From an optimization exercise on the open Yosys and OpenROAD flow, aimed at small area; shortcuts taken in it are not production practice. Function was checked by simulation only, so behaviour that the tests miss may differ from the original. No activity file was given, so power comes from the tool's default toggle rates.

## ballDisplay
module ballDisplay
(
    input  logic        clk,
    input  logic        reset,
    input  logic        run,
    input  logic [9:0]  ballSize,
    output logic [23:0] rgb,
    output logic [9:0]  pixelX,
    output logic [9:0]  pixelY,
    output logic        displayOn,
    output logic        hSyncN,
    output logic        vSyncN
);
For scale: about 110 flip-flops, ~60 I/O pins.
Settings: LEC_CHECK=0, ABC_AREA=1, CAP_MARGIN=20, CORE_MARGIN=2, CORE_UTILIZATION=40, SLEW_MARGIN=20; clock period 12.0 ns.
standard.sh (not shown) runs the stock make flow with config.mk's settings and CLKGATE_MAP_FILE= SYNTH_SCRIPT=/design/flow/synth_recipe.tcl, a recipe that flattens the netlist after the stock synthesis.
==> flow/flow/run.sh <==
#!/bin/bash
# The standard layout (the standard.sh: standard synthesis, floorplan, placement, CTS,
# routing, finish) with three ORFS settings changed:
# * the buffer that placement puts on every input and output port is the smallest buffer,
#   sky130_fd_sc_hd__buf_1, instead of the one buffer_ports picks itself (every port still gets
#   its own buffer);
# * clock tree synthesis builds the tree from clkbuf_4 and clkbuf_8 only (not clkbuf_16) and
#   adds no dummy load cells;
# * after floorplan, flow/restructure.tcl (POST_FLOORPLAN_TCL) re-maps the logic for area with
#   OpenROAD's restructure (ABC; registers untouched), on a copy of the library without the
#   platform's don't-use cells (flow/filter_lib.py), and then flow/downsize.tcl sets every logic
#   cell to the smallest drive strength of its cell family; the flow's later repairs size up where
#   needed.
set -euo pipefail
export BUFFER_PORTS_ARGS="-buffer_cell sky130_fd_sc_hd__buf_1"
export CTS_ARGS="-sink_clustering_enable -repair_clock_nets -buf_list \"sky130_fd_sc_hd__clkbuf_4 sky130_fd_sc_hd__clkbuf_8\" -dont_use_dummy_load"
export POST_FLOORPLAN_TCL="$PWD/flow/restructure.tcl"
bash standard.sh finish > standard_flow.log 2>&1
Other scripts of this flow, unchanged in this note and not shown: flow/flow/downsize.tcl, flow/flow/filter_lib.py, flow/flow/restructure.tcl
Next try:
--- a/flow/design.v
+++ b/flow/design.v
@@ -111,44 +111,48 @@
         frameTick = (curX == 10'd0) && (curY == 10'd480);
     end
     logic [10:0] slot0;
     logic [10:0] slot1;
     logic [10:0] slot2;
     logic [10:0] slot3;
     logic [5:0]  angle;
     logic [5:0]  angleInc;
     logic [17:0] accA;
     logic [17:0] accB;
     logic        turn;
     logic        stepLines;
+    logic        bounceSlot;
     logic        stepSlot;
     logic        step;
     logic        xBehind;
+    logic        behindHeld;
+    logic        flipHeld;
     logic        initLines;
     logic        flip;
     logic [9:0]  sizeHeld;
     logic        runHeld;
     logic        newNeg;
     logic [9:0]  newPos;
     always_comb
     begin
         {runHeld, sizeHeld} = accA[10:0];
         stepLines = (curY[9:2] == 8'd120);
         turn      = (curX == 10'd799) && ((curY[9:3] == 7'd60) && (curY[2:1] != 2'b11))
                   || (curX[9:1] == 9'd399) && (curY == 10'd479);
+        bounceSlot = (curX == 10'd798) && stepLines;
         stepSlot  = (curX == 10'd799) && stepLines;
         step      = stepSlot && runHeld;
         initLines = (curY[9:1] == 9'd242);
     end
-    assign newNeg = slot2[10] ^ (step && flip);
+    assign newNeg = slot2[10] ^ (step && flipHeld);
     rippleAdd #(.W(10)) i_step (.a(slot2[9:0]), .b({{9{step && !newNeg}}, step}), .ci(1'b0), .s(newPos), .co());
     rippleAdd #(.W(6)) i_angle (.a(angle), .b(6'd0), .ci(1'b1), .s(angleInc), .co());
     always_ff @(posedge clk)
     begin
         if (reset)
         begin
             slot0 <= {1'b1, ~10'd200};
             slot1 <= {1'b1, ~10'd150};
             slot2 <= {1'b0, ~10'd320};
             slot3 <= {1'b0, ~10'd240};
             angle <= 6'd0;
         end
@@ -211,25 +215,25 @@
                 accEn   = 1'b1;
                 accX8   = 1'b1;
                 accSubA = 1'b1;
             end
             else if (curX == 10'd799)
             begin
                 accEn   = 1'b1;
                 accSwap = 1'b1;
             end
         end
         else if (initLines)
         begin
-            accEn   = xBehind;
+            accEn   = behindHeld;
             accSwap = curY[0];
             accSubA = 1'b1;
             accSubB = curY[0];
         end
         sinQ    = sineTab[7 * angle[3:0] +: 7];
         cosQ    = cosineTab[7 * angle[3:0] +: 7];
         pickSin = angle[4] ^ accSwap;
         magA    = pickSin ? sinQ : cosQ;
         magB    = pickSin ? cosQ : sinQ;
         negA    = accEn && (angle[5] ^ (angle[4] && !accSwap) ^ accSubA);
         negB    = accEn && (angle[5] ^ (angle[4] && accSwap) ^ accSubB);
         addA    = !accEn ? 10'd0 : accX8 ? {magA, 3'd0} : {3'd0, magA};
@@ -257,40 +261,45 @@
     end
     logic [9:0]  xOp;
     logic [9:0]  sizeOp;
     logic [10:0] d1x;
     logic [9:0]  d1y;
     logic        in1yLow;
     logic        in1x;
     logic        in1y;
     logic        in2x;
     logic        in2y;
     always_comb
     begin
-        if (step)
+        if (bounceSlot)
         begin
             xOp    = slot2[10] ? 10'd0 : (curY[0] ? 10'd479 : 10'd639);
             sizeOp = sizeHeld;
         end
         else
         begin
             xOp    = curX;
             sizeOp = ballSize;
         end
     end
     rippleAdd #(.W(11)) i_d1x (.a({1'b0, xOp}), .b({1'b1, b1xN}), .ci(1'b1), .s(d1x), .co());
     rippleAdd #(.W(10)) i_d1y (.a({1'b0, curY[8:0]}), .b({1'b1, b1yN[8:0]}), .ci(1'b1), .s(d1y), .co());
     rippleCarry #(.W(10)) i_in1x (.a(sizeOp), .b(d1x[9:0] ^ {10{~d1x[10]}}), .ci(~d1x[10]), .co(in1x));
     assign flip    = in1x;
     assign xBehind = d1x[10];
+    always_ff @(posedge clk)
+    begin
+        flipHeld   <= flip;
+        behindHeld <= initLines && xBehind;
+    end
     rippleCarry #(.W(9)) i_in1y (.a(ballSize[8:0]), .b(d1y[8:0] ^ {9{~d1y[9]}}), .ci(~d1y[9]), .co(in1yLow));
     assign in1y = ballSize[9] || in1yLow;
     rippleCarry #(.W(10)) i_in2x (.a(ballSize), .b(accA[16:7] ^ {10{~accA[17]}}), .ci(~accA[17]), .co(in2x));
     rippleCarry #(.W(10)) i_in2y (.a(ballSize), .b(accB[16:7] ^ {10{~accB[17]}}), .ci(~accB[17]), .co(in2y));
     logic ball1On;
     logic ball2On;
     assign ball1On = in1x && in1y;
     assign ball2On = in2x && in2y;
     logic rBall;
     logic rOrange;
     logic rGrey;
     logic rOrGrey;
After rerunning:
- clock power rose by about 3%
- global-route usage went down by 0.59 points
- synthesized cell count went up by 1.3%
- count of clock-buffer cells in the layout does not change
- sequential power is higher by about 2%

what the ideal ports hide:
Ports are ideal in the flow. The routed layouts listed here were re-timed in OpenROAD. Step 1 sets driving cells, clkbuf_16 on the clock port and buf_2 on the other inputs (assumed; they add their load-dependent delay and slew). Step 2 moves the port delays by t, midway between the first and last clock arrival at a register: inputs arrive t later, outputs are due t later. That takes back most of the time a late clock gives input paths. Slacks: ideal / step 1 / step 2; pairs: ideal / step 1.
| run | shift t [ns] | setup WS [ns] | hold slack, ns | clock arrival spread, ns | slew at the worst register clock pin (ns) |
|---|---|---|---|---|---|
| the first run | 0.469 | 0.987 / 0.987 / 0.987 | 0.443 / 0.443 / 0.443 | 0.026 / 0.027 | 0.07 / 0.07 |
| the second run | 0.474 | 1.460 / 1.460 / 1.460 | 0.453 / 0.453 / 0.453 | 0.030 / 0.030 | 0.07 / 0.07 |
After both steps every run listed still meets setup and hold.
